Context: an optimization exercise on an open-source flow, tuned for small area, a short achievable clock period and few clock cycles per item. The choices shown serve that exercise and are no tape-out recipe. Function was checked by simulation only, so behaviour that the tests miss may differ from the original.

==> flow/design.v <==
`timescale 1ns/1ps
`default_nettype none
module bridgeTop (
  input  wire         pclk,
  input  wire         preset_n,
  input  wire         awvalid,
  output logic        awready,
  input  wire  [31:0] awaddr,
  input  wire  [7:0]  awid,
  input  wire  [7:0]  awlen,
  input  wire  [1:0]  awburst,
  input  wire  [2:0]  awprot,
  input  wire         wvalid,
  output logic        wready,
  input  wire  [31:0] wdata,
  input  wire  [3:0]  wstrb,
  input  wire         arvalid,
  output logic        arready,
  input  wire  [31:0] araddr,
  input  wire  [7:0]  arid,
  input  wire  [7:0]  arlen,
  input  wire  [1:0]  arburst,
  input  wire  [2:0]  arprot,
  output logic        rvalid,
  input  wire         rready,
  output logic [31:0] rdata,
  output logic [1:0]  rresp,
  output logic [7:0]  rid,
  output logic        rlast,
  output logic        bvalid,
  input  wire         bready,
  output logic [1:0]  bresp,
  output logic [7:0]  bid,
  output logic [31:0] paddr,
  output logic [31:0] pwdata,
  output logic [3:0]  pstrb,
  output logic [2:0]  pprot,
  output logic        pwrite,
  output logic        penable,
  output logic [3:0]  psel,
  input  wire  [3:0]  pready,
  input  wire  [3:0]  pslverr,
  input  wire  [127:0] prdata
);
  logic        act;
  logic        turn;       
  logic        oom;        
  logic        incr;
  logic [7:0]  cnt;        
  logic        wHave;      
  logic [14:0] addr;
  logic [3:0]  strb;
  logic        wr;         
  logic [3:0]  rsel;       
  logic        rAcc;       
  logic        wFree;      
  logic        last;
  logic        takeW;
  logic        takeR;
  logic        sel;        
  logic        serr;
  logic [31:0] sdata;
  logic        done;
  logic        go;
  logic        wTake;
  logic        actN;
  logic        turnN;
  logic        wHaveN;
  logic        rvalidN;
  logic        bvalidN;
  logic        wAccN;
  logic        awOom;
  logic        arOom;
  assign last  = (cnt == 8'd0);
  assign awOom = (awaddr[31:14] != 18'd0);
  assign arOom = (araddr[31:14] != 18'd0);
  assign takeW = awready && awvalid;
  assign takeR = arready && arvalid;
  assign wTake = wready && wvalid;
  always_comb begin
    sel   = 1'b0;
    serr  = 1'b0;
    sdata = 32'd0;
    for (int s = 0; s < 4; s++) begin
      sel   = sel   | (psel[s] & pready[s]);
      serr  = serr  | (psel[s] & pslverr[s]);
      sdata = sdata | ({32{rsel[s]}} & prdata[32*s +: 32]);
    end
  end
  assign done = act && penable && (oom || sel);
  assign go   = act && !penable &&
                (wr ? (wHave && (!last || !bvalid || bready))
                    : (!rvalid || rready));
  assign wFree = !wHave && !(act && wr && penable);
  assign paddr = {17'd0, addr};
  always_comb begin
    actN    = (act && !(done && last)) || takeW || takeR;
    turnN   = act ? turn : !turn;
    wHaveN  = wTake || (wHave && !(done && wr));
    rvalidN = (done && !wr) || (rvalid && !rready);
    bvalidN = (done && wr && last) || (bvalid && !bready);
    wAccN   = !wHaveN && !(actN && (act ? wr : takeW) && (penable ? !done : go));
  end
  always_ff @(posedge pclk or negedge preset_n) begin
    if (!preset_n) begin
      act     <= 1'b0;
      turn    <= 1'b0;
      penable <= 1'b0;
      psel    <= 4'd0;
      rsel    <= 4'd0;
      rAcc    <= 1'b0;
      wHave   <= 1'b0;
      rvalid  <= 1'b0;
      bvalid  <= 1'b0;
      awready <= 1'b0;
      arready <= 1'b0;
      wready  <= 1'b0;
    end else begin
      act     <= actN;
      turn    <= turnN;
      wHave   <= wHaveN;
      rvalid  <= rvalidN;
      bvalid  <= bvalidN;
      awready <= !actN && turnN && !bvalidN;
      arready <= !actN && !turnN && !rvalidN;
      wready  <= wAccN;
      if (!act) begin
        psel <= (takeW || takeR) && !(turn ? awOom : arOom)
              ? 4'b0001 << (turn ? awaddr[13:12] : araddr[13:12]) : 4'd0;
        rsel <= takeR && !arOom ? 4'b0001 << araddr[13:12] : 4'd0;
      end
      if (go) begin
        penable <= 1'b1;
        rAcc    <= !wr;
      end
      if (done) begin
        penable <= 1'b0;
        rAcc    <= 1'b0;
        if (last) begin
          psel <= 4'd0;
          rsel <= 4'd0;
        end
      end
    end
  end
  always_ff @(posedge pclk) begin
    if (!act) begin
      wr     <= turn;
      pwrite <= awready;
      oom    <= turn ? awOom : arOom;
      incr   <= turn ? (awburst == 2'd1) : (arburst == 2'd1);
      cnt    <= turn ? awlen : arlen;
      pprot  <= turn ? awprot : arprot;
      addr   <= {1'b0, turn ? awaddr[13:0] : araddr[13:0]};
    end else if (done) begin
      cnt <= cnt - 8'd1;
      if (incr) begin
        addr[14:2] <= addr[14:2] + 13'd1;
      end
    end
    if (!act && turn && !bvalid) begin
      bid   <= awid;
      bresp <= 2'd0;
    end else if (done && wr) begin
      bresp <= bresp | {oom | serr, oom};
    end
    if (!act && !turn && !rvalid) begin
      rid <= arid;
    end
    pstrb <= (act ? wr : turn) ? (wFree ? wstrb : strb) : 4'd0;
    if (wFree) begin
      pwdata <= wdata;
      strb   <= wstrb;
    end
    if (rAcc) begin
      rdata <= sdata;
      rresp <= {oom | serr, oom};
      rlast <= last;
    end
  end
endmodule
`default_nettype wire
export LEC_CHECK = 0
export CAP_MARGIN = 20
export CORE_MARGIN = 2
export CORE_UTILIZATION = 40
export SETUP_SLACK_MARGIN = 3.0
export SLEW_MARGIN = 20
create_clock -name core_clock -period 5.0 [get_ports {pclk}]
standard.sh (not shown) runs the stock make flow with config.mk's settings and CLKGATE_MAP_FILE= SYNTH_SCRIPT=/design/flow/synth_recipe.tcl, a recipe that flattens the netlist after the stock synthesis.
==> flow/flow/run.sh <==
#!/bin/bash
# standard ORFS layout (the standard.sh, standard synthesis unchanged),
# with every port buffered by the smallest buffer instead of a delay buffer,
# and no dummy loads in the clock tree
set -euo pipefail
export CTS_ARGS="-sink_clustering_enable -repair_clock_nets -dont_use_dummy_load"
bash standard.sh "BUFFER_PORTS_ARGS=-buffer_cell sky130_fd_sc_hd__buf_1" finish > standard.log 2>&1
The first run finished with timing, DRC and antenna clean.
Testbench counts at the start, summed over its fixed seeds: cycles 9,506, beats 2,933.
Change:
--- a/flow/design.v
+++ b/flow/design.v
@@ -48,13 +48,12 @@
   logic        incr;
   logic [7:0]  cnt;        
   logic        wHave;      
   logic [14:0] addr;
-  logic [3:0]  strb;
   logic        wr;         
-  logic [3:0]  rsel;       
   logic        rAcc;       
   logic        wFree;      
+  logic        wFreeN;
   logic        last;
   logic        takeW;
   logic        takeR;
   logic        sel;        
@@ -67,9 +66,8 @@
   logic        turnN;
   logic        wHaveN;
   logic        rvalidN;
   logic        bvalidN;
-  logic        wAccN;
   logic        awOom;
   logic        arOom;
   assign last  = (cnt == 8'd0);
   assign awOom = (awaddr[31:14] != 18'd0);
@@ -83,32 +81,33 @@
     sdata = 32'd0;
     for (int s = 0; s < 4; s++) begin
       sel   = sel   | (psel[s] & pready[s]);
       serr  = serr  | (psel[s] & pslverr[s]);
-      sdata = sdata | ({32{rsel[s]}} & prdata[32*s +: 32]);
+      sdata = sdata | ({32{psel[s]}} & prdata[32*s +: 32]);
     end
   end
   assign done = act && penable && (oom || sel);
   assign go   = act && !penable &&
                 (wr ? (wHave && (!last || !bvalid || bready))
                     : (!rvalid || rready));
-  assign wFree = !wHave && !(act && wr && penable);
+  assign wFree = !wHave && !rvalid && (act ? (wr && !penable) : turn);
+  assign rdata = pwdata;
   assign paddr = {17'd0, addr};
   always_comb begin
     actN    = (act && !(done && last)) || takeW || takeR;
     turnN   = act ? turn : !turn;
     wHaveN  = wTake || (wHave && !(done && wr));
     rvalidN = (done && !wr) || (rvalid && !rready);
     bvalidN = (done && wr && last) || (bvalid && !bready);
-    wAccN   = !wHaveN && !(actN && (act ? wr : takeW) && (penable ? !done : go));
+    wFreeN  = !wHaveN && !rvalidN &&
+              (actN ? ((act ? wr : takeW) && !(penable ? !done : go)) : turnN);
   end
   always_ff @(posedge pclk or negedge preset_n) begin
     if (!preset_n) begin
       act     <= 1'b0;
       turn    <= 1'b0;
       penable <= 1'b0;
       psel    <= 4'd0;
-      rsel    <= 4'd0;
       rAcc    <= 1'b0;
       wHave   <= 1'b0;
       rvalid  <= 1'b0;
       bvalid  <= 1'b0;
@@ -121,14 +120,13 @@
       wHave   <= wHaveN;
       rvalid  <= rvalidN;
       bvalid  <= bvalidN;
       awready <= !actN && turnN && !bvalidN;
-      arready <= !actN && !turnN && !rvalidN;
-      wready  <= wAccN;
+      arready <= !actN && !turnN && !rvalidN && !wHaveN;
+      wready  <= wFreeN;
       if (!act) begin
         psel <= (takeW || takeR) && !(turn ? awOom : arOom)
               ? 4'b0001 << (turn ? awaddr[13:12] : araddr[13:12]) : 4'd0;
-        rsel <= takeR && !arOom ? 4'b0001 << araddr[13:12] : 4'd0;
       end
       if (go) begin
         penable <= 1'b1;
         rAcc    <= !wr;
@@ -137,9 +135,8 @@
         penable <= 1'b0;
         rAcc    <= 1'b0;
         if (last) begin
           psel <= 4'd0;
-          rsel <= 4'd0;
         end
       end
     end
   end
@@ -166,17 +163,18 @@
     end
     if (!act && !turn && !rvalid) begin
       rid <= arid;
     end
-    pstrb <= (act ? wr : turn) ? (wFree ? wstrb : strb) : 4'd0;
     if (wFree) begin
       pwdata <= wdata;
-      strb   <= wstrb;
+      pstrb  <= wstrb;
+    end else if (arready) begin
+      pstrb  <= 4'd0;
     end
     if (rAcc) begin
-      rdata <= sdata;
-      rresp <= {oom | serr, oom};
-      rlast <= last;
+      pwdata <= sdata;
+      rresp  <= {oom | serr, oom};
+      rlast  <= last;
     end
   end
 endmodule
 `default_nettype wire
The changed run passed the timing, design-rule and antenna checks.
Worst setup slack improves by 87 ps.
Sequential share of layout area is lower by 7.9 points.
Design area fell by 12%.
Register-to-register slack is better by 120 ps.
Die area falls by 11%.
Area after synthesis went down by 11%.
Routed wire length drops by 2.2%.
Cell count went down by 3.4%.
Worst hold slack gains 16 ps.
Synthesized cell count is higher by 3.9%.
Testbench counts after the change, summed over its fixed seeds: cycles 10,018, beats 2,933.

[separate check: timing with driven ports]
How much do the figures lean on ideal ports? The routed layouts below were timed once more, with nothing changed but the port constraints. Step 1: set_driving_cell puts a clkbuf_16 on pclk and a buf_2 on each other input, an assumption about the parent block. Step 2 moves the port delays by t, midway between the first and last clock arrival at a register: inputs arrive t later, outputs are due t later. That takes back most of the time a late clock gives input paths. Three values: ideal, step 1, step 2; two values: the first two.
| run | shift t [ns] | slack for setup (ns) | latest minus earliest clock arrival (ns) |
|---|---|---|---|
| the first run | 0.446 | 2.882 / 2.900 / 2.454 | 0.019 / 0.020 |
| the second run | 0.371 | 2.969 / 2.941 / 2.603 | 0.013 / 0.013 |
After both steps every run listed still meets setup and hold. The setup slack of the first run, which loses most, moves by +0.018 ns with the drivers and by -0.428 ns with both steps.
